From an optimization exercise on the open Yosys and OpenROAD flow, aimed at a short achievable clock period and few clock cycles per item; shortcuts taken in it are not production practice.
In this exercise RTL edits were held to simulation tests only and were not proved equivalent to the original.
Power is estimated from default activity; no workload was simulated.

==> inputs of zinc <==
Design armCore, start of the top module:
module armCore (
  input  wire logic        clk,
  input  wire logic        rstN,
  output logic             wbCyc,
  output logic             wbStb,
  output logic [31:0]      wbAdr,
  input  wire logic [31:0] wbDatI,
  input  wire logic        wbAck,
  output logic             retireValid,
  output logic [3:0]       retireReg,
  output logic [31:0]      retireData,
  output logic [3:0]       flags
);
  function automatic logic condOk(input logic [3:0] cc, input logic n, input logic z,
                                  input logic c, input logic v);
    case (cc)
      4'd0:  condOk = z;
      4'd1:  condOk = !z;
      4'd2:  condOk = c;
      4'd3:  condOk = !c;
      4'd4:  condOk = n;
      4'd5:  condOk = !n;
      4'd6:  condOk = v;
      4'd7:  condOk = !v;
      4'd8:  condOk = c && !z;
      4'd9:  condOk = !c || z;
      4'd10: condOk = n == v;
      4'd11: condOk = n != v;
      4'd12: condOk = !z && (n == v);
      4'd13: condOk = z || (n != v);
      4'd14: condOk = 1'b1;
      default: condOk = 1'b0;
    endcase
  endfunction
  function automatic logic [32:0] ksAdd(input logic [31:0] a, input logic [31:0] b,
  ...
make LEC_CHECK=0 ABC_CLOCK_PERIOD_IN_PS=2000 CAP_MARGIN=30 CORE_MARGIN=2 CORE_UTILIZATION=50 SETUP_SLACK_MARGIN=5 SLEW_MARGIN=30 finish   # period 9.0 ns
run.sh (not shown) runs the stock make flow with config.mk's settings and CLKGATE_MAP_FILE= SYNTH_SCRIPT=/design/flow/synth_recipe.tcl, a recipe that flattens the netlist after the stock synthesis.
==> pepper (differences from zinc) <==
--- a/flow/design.v
+++ b/flow/design.v
@@ -70,31 +70,33 @@
       4'd11: condOk = n != v;
       4'd12: condOk = !z && (n == v);
       4'd13: condOk = z || (n != v);
       4'd14: condOk = 1'b1;
       default: condOk = 1'b0;
     endcase
   endfunction
-  function automatic logic [32:0] ksAdd(input logic [31:0] a, input logic [31:0] b,
-                                        input logic ci);
-    logic [31:0] p;
+  function automatic logic [32:0] ksCarry(input logic [31:0] g, input logic [31:0] p,
+                                          input logic ci);
     logic [31:0] gg;
     logic [31:0] pp;
-    logic [32:0] c;
-    p  = a ^ b;
-    gg = a & b;
+    gg = g;
     pp = p;
     for (int d = 1; d < 32; d = d * 2)
       for (int i = 31; i >= d; i--)
       begin
         gg[i] = gg[i] | (pp[i] & gg[i-d]);
         pp[i] = pp[i] & pp[i-d];
       end
-    c = {gg | (pp & {32{ci}}), ci};
-    ksAdd = {c[32], p ^ c[31:0]};
+    ksCarry = {gg | (pp & {32{ci}}), ci};
+  endfunction
+  function automatic logic [32:0] ksAdd(input logic [31:0] a, input logic [31:0] b,
+                                        input logic ci);
+    logic [32:0] c;
+    c = ksCarry(a & b, a ^ b, ci);
+    ksAdd = {c[32], a ^ b ^ c[31:0]};
   endfunction
   function automatic logic sumZero(input logic [31:0] a, input logic [31:0] b,
                                    input logic ci);
     sumZero = &(~(a ^ b ^ {a[30:0] | b[30:0], ci}));
   endfunction
   logic        stbQ;
   logic        jwQ;       
@@ -121,18 +123,24 @@
   end
   assign subF = wbDatI[24:21] == 4'd2;
   logic        irV;
   logic        irPJ;
   logic [31:0] irQ;
   logic [31:0] irPc4;
   logic [31:0] immB;
+  logic [15:0] rnSel;     
   logic [31:0] jOp;       
   logic        jCin;
   logic        xV;
   logic        xPJ;
+  logic        xJS;       
+  logic [31:0] xJT;
+  logic        lateQ;     
+  logic        lateTk;
+  logic [31:0] resQ;
   logic [31:0] xX;
   logic [31:0] xY;
   logic [3:0]  xCond;
   logic        xS;
   logic        xWr;
   logic [3:0]  xRd;
   logic        xArith;
@@ -143,49 +151,63 @@
   logic        nQ;
   logic        cQ;
   logic        vQ;
   logic        zf;
   logic        zNext;
   logic        cin;
   logic [32:0] sum;
-  logic [31:0] logicRes;
   logic [31:0] res;
   logic        ovf;
   logic        take;
   logic        resolve;
+  logic        resolveN;
   assign take    = xV && condOk(xCond, nQ, zf, cQ, vQ);
-  assign resolve = xV && xPJ;
+  assign resolve  = xV && xPJ && xJS;
+  assign resolveN = xV && xPJ && !xJS;
+  logic [31:0] pl;
+  logic [32:0] carry;
   assign cin = xCsel[1] ? cQ : xCsel[0];
-  assign sum = ksAdd(xX, xY, cin);
-  assign ovf = (xX[31] == xY[31]) && (sum[31] != xX[31]);
   always_comb
   begin
-    case (xLsel)
-      2'd0: logicRes = xX & xY;
-      2'd1: logicRes = xX ^ xY;
-      2'd2: logicRes = xX | xY;
-      default: logicRes = xY;
-    endcase
+    if (xArith)
+      pl = xX ^ xY;
+    else
+    begin
+      case (xLsel)
+        2'd0: pl = xX & xY;
+        2'd1: pl = xX ^ xY;
+        2'd2: pl = xX | xY;
+        default: pl = xY;
+      endcase
+    end
   end
-  assign res = xArith ? sum[31:0] : logicRes;
-  assign zNext = xArith ? sumZero(xX, xY, cin) : ~|logicRes;
+  assign carry = ksCarry(xX & xY & {32{xArith}}, xX ^ xY, cin);
+  assign res   = pl ^ carry[31:0];
+  assign sum   = {carry[32], res};
+  assign ovf   = (xX[31] == xY[31]) && (res[31] != xX[31]);
+  assign zNext = xArith ? sumZero(xX, xY, cin) : ~|pl;
   logic [3:0]  op;
   logic [3:0]  rn;
   logic [31:0] rfv;
   logic        fwd;
   logic        swap;
   logic        invB;
   logic        arith;
   logic [1:0]  lsel;
   logic [1:0]  csel;
   logic [31:0] otherX;
   logic [31:0] otherY;
   assign op  = irQ[24:21];
   assign rn  = irQ[19:16];
-  assign rfv = (rn == 4'hF) ? irPc4 : (rfOk[rn] ? rf[rn] : 32'b0);
+  always_comb
+  begin
+    rfv = {32{rnSel[15]}} & irPc4;
+    for (int k = 0; k < 15; k++)
+      rfv = rfv | ({32{rnSel[k] & rfOk[k]}} & rf[k]);
+  end
   assign fwd = take && xWr && (xRd == rn);
   always_comb
   begin
     swap  = 1'b0;
     invB  = 1'b0;
     arith = 1'b1;
     lsel  = 2'd0;
@@ -235,53 +257,100 @@
       4'd12:   jLogic = rfv | immB;
       4'd13:   jLogic = immB;
       4'd14:   jLogic = rfv & ~immB;
       default: jLogic = ~immB;
     endcase
   end
   assign jTarget = logicOp ? jLogic : jSum;
+  logic        stbNext;
+  logic [31:0] adrNext;
+  always_comb
+  begin
+    stbNext = stbQ;
+    if (fire)
+      stbNext = !potJ;
+    else if (!jwQ || resolve || early || lateQ)
+      stbNext = 1'b1;
+    adrNext = adrQ;
+    if (fire)
+      adrNext = adrInc;
+    else if (early && earlyTake)
+      adrNext = jTarget;
+    else if (resolve && take)
+      adrNext = xJT;
+    else if (lateQ && lateTk)
+      adrNext = resQ;
+  end
+  logic        wbStbQ;
+  logic [31:0] wbAdrQ;
+  always_ff @(posedge clk or negedge rstN)
+  begin
+    if (!rstN)
+    begin
+      wbStbQ <= 1'b0;
+    end
+    else
+    begin
+      wbStbQ <= fire ? !potJ : (stbQ || !jwQ || resolve || early || lateQ);
+    end
+  end
+  always_ff @(posedge clk)
+  begin
+    if (lateQ && lateTk)
+      wbAdrQ <= resQ;
+    else if (resolve && take)
+      wbAdrQ <= xJT;
+    else if (early && earlyTake)
+      wbAdrQ <= jTarget;
+    else if (fire)
+      wbAdrQ <= adrInc;
+    else
+      wbAdrQ <= adrQ;
+  end
   always_ff @(posedge clk or negedge rstN)
   begin
     if (!rstN)
     begin
       stbQ <= 1'b0;
       jwQ  <= 1'b0;
       adrQ <= 32'b0;
       irV  <= 1'b0;
       xV   <= 1'b0;
+      lateQ  <= 1'b0;
+      lateTk <= 1'b0;
     end
     else
     begin
-      if (fire)
-        stbQ <= !potJ;
-      else if (!jwQ || resolve || early)
-        stbQ <= 1'b1;
       if (fire && potJ)
         jwQ <= 1'b1;
-      else if (resolve || early)
+      else if (resolve || early || lateQ)
         jwQ <= 1'b0;
-      if (fire)
-        adrQ <= adrInc;
-      else if (early && earlyTake)
-        adrQ <= jTarget;
-      else if (resolve && take)
-        adrQ <= res;
+      lateQ  <= resolveN;
+      lateTk <= take;
+      adrQ <= adrNext;
+      stbQ <= stbNext;
       irV <= fire;
       xV  <= irV;
     end
   end
   always_ff @(posedge clk)
   begin
     irQ   <= wbDatI;
     irPJ  <= potJ;
     irPc4 <= adrInc;
     immB  <= immF;
+    for (int k = 0; k < 16; k++)
+      rnSel[k] <= wbDatI[19:16] == k;
     jOp   <= subF ? ~immF : immF;
     jCin  <= subF;
     xPJ    <= irPJ && !early;
+    xJS    <= simpleJ;
+    xJT    <= jTarget;
+    if (xV)
+      resQ <= res;
     xX     <= (fwd && !swap) ? res : otherX;
     xY     <= (fwd && swap) ? ~res : otherY;
     xCond  <= irQ[31:28];
     xS     <= irQ[20];
     xWr    <= irQ[24:23] != 2'b10;
     xRd    <= irQ[15:12];
     xArith <= arith;
@@ -343,16 +412,16 @@
     end
   end
   always_ff @(posedge clk)
   begin
     retRegQ  <= xRd;
     retDataQ <= res;
   end
-  assign wbStb       = stbQ;
-  assign wbCyc       = stbQ;
-  assign wbAdr       = adrQ;
+  assign wbStb       = wbStbQ;
+  assign wbCyc       = wbStbQ;
+  assign wbAdr       = wbAdrQ;
   assign retireValid = retVQ;
   assign retireReg   = retRegQ;
   assign retireData  = retDataQ;
   assign flags       = flagsQ;
 endmodule
 `default_nettype wire
==> flow/flow/run.sh (new file) <==
#!/bin/bash
set -euo pipefail
bash standard.sh SETUP_SLACK_MARGIN=${MARGIN:-6.2} finish > orfs_make.log 2>&1
==> flow/standard.sh (new file) <==
#!/bin/bash
# synth_recipe.tcl (not shown) runs the flow's synth.tcl, then flattens the netlist and writes it again
# the make line also repeats each setting of config.mk as NAME=value (left out here)
make -C /OpenROAD-flow-scripts/flow DESIGN_CONFIG=/design/flow/config.mk WORK_HOME=/design/flow/orfs CLKGATE_MAP_FILE= SYNTH_SCRIPT=/design/flow/synth_recipe.tcl "${@:-finish}"
CORE_UTILIZATION = 45   (was 50)
SETUP_SLACK_MARGIN = not set   (was 5)
removed: flow/run.sh
==> results.txt <==
- Combinational power is about the same in pepper and zinc.
- In zinc the clock-buffer cell count is lower than in pepper, by 9.
- Against zinc, the first-iteration DRC count of pepper is higher by about 70%.
- In zinc the area after synthesis is lower than in pepper, by 7.4%.
- Sequential share of layout area: zinc is higher than pepper (4.1 points).
- Of pepper and zinc, pepper has the higher cell count (gap about 25%, measured against zinc).
- Of pepper and zinc, pepper has the higher via count (gap 27%, measured against zinc).
- Against zinc, the global-route usage of pepper is higher by 1.5 points.
- In pepper the wire length is higher than in zinc, by about 33%.
- Between zinc and pepper, the lower hold slack is in pepper (gap 0.0016 ns).
- Against zinc, the flip-flop and latch count of pepper is higher by 116.
==> figures <==
Metal1 wirelength: pepper 61500 um; zinc 49700 um
Met1 demand-to-capacity share in global routing: pepper 43.0%; zinc 41.4%
Arrival time at the worst endpoint: pepper 3.56 ns; zinc 4.46 ns
Count of clock-net buffers in the final layout: pepper 120; zinc 111
Number of synthesized register bits: pepper 894; zinc 778
Reported clock group power: pepper 4130 uW; zinc 3590 uW
Die width: pepper 305 um; zinc 279 um
Final Worst Setup Slack: pepper 5.96 ns; zinc 5.06 ns
Power density cells: pepper 187 nW/um2; zinc 207 nW/um2
Met2 capacity usage during global routing: pepper 52.7%; zinc 54.1%
Leak pwr: pepper 0.0204 uW; zinc 0.0162 uW
# Taps: pepper 1176; zinc 969
Total iterations of the first detailed-routing run: pepper 8; zinc 6
Result of the run: pepper no timing/DRC/antenna violations; zinc no timing/DRC/antenna violations
Number of cells on the critical path: pepper 12; zinc 14
Mux share of post-synthesis cell area: pepper 2.64%; zinc 12.5%
Portion of the clock cycle consumed by the worst path in the final layout: pepper 33.8%; zinc 43.8%
Tightest hold margin: pepper 0.324 ns; zinc 0.325 ns
Endpoint of the worst-slack reg-to-reg timing path: pepper wbAdrQ[23]; zinc adrQ[20]
Switching share of power: pepper 26.0%; zinc 27.1%
Post-route cell area: pepper 54100 um2; zinc 43600 um2
Worst-case vdd ir drop: pepper 0.000151 V; zinc 0.000206 V
Proportion of netlist area held by the largest area contributor: pepper 37.7%; zinc 38.1%
Testbench counts of zinc, summed over its fixed seeds: cycles 19,800, instrs 9,600.
Testbench counts of pepper, summed over its fixed seeds: cycles 19,824, instrs 9,600.

re-timing with driven ports:
The flow's constraints put no driver on any port. The routed layouts listed below were extracted and timed again, unchanged, in two steps. Step 1: set_driving_cell puts a clkbuf_16 on clk and a buf_2 on each other input, an assumption about the parent block. Step 2 also shifts input and output timing later by t, the mid clock arrival at the registers, as if the neighbouring blocks saw the same clock. Slacks: ideal ports / drivers / drivers and shift; pairs: ideal ports / drivers.
run	shift t [ns]	setup slack, ns	worst slew at a driven data input, ns
zinc	0.706	5.061 / 5.061 / 4.437	0.06
pepper	0.740	5.955 / 5.895 / 5.251	0.15
After both steps setup and hold are still met in every run listed. The setup slack of pepper, which loses most, moves by -0.060 ns with the drivers and by -0.704 ns with both steps.
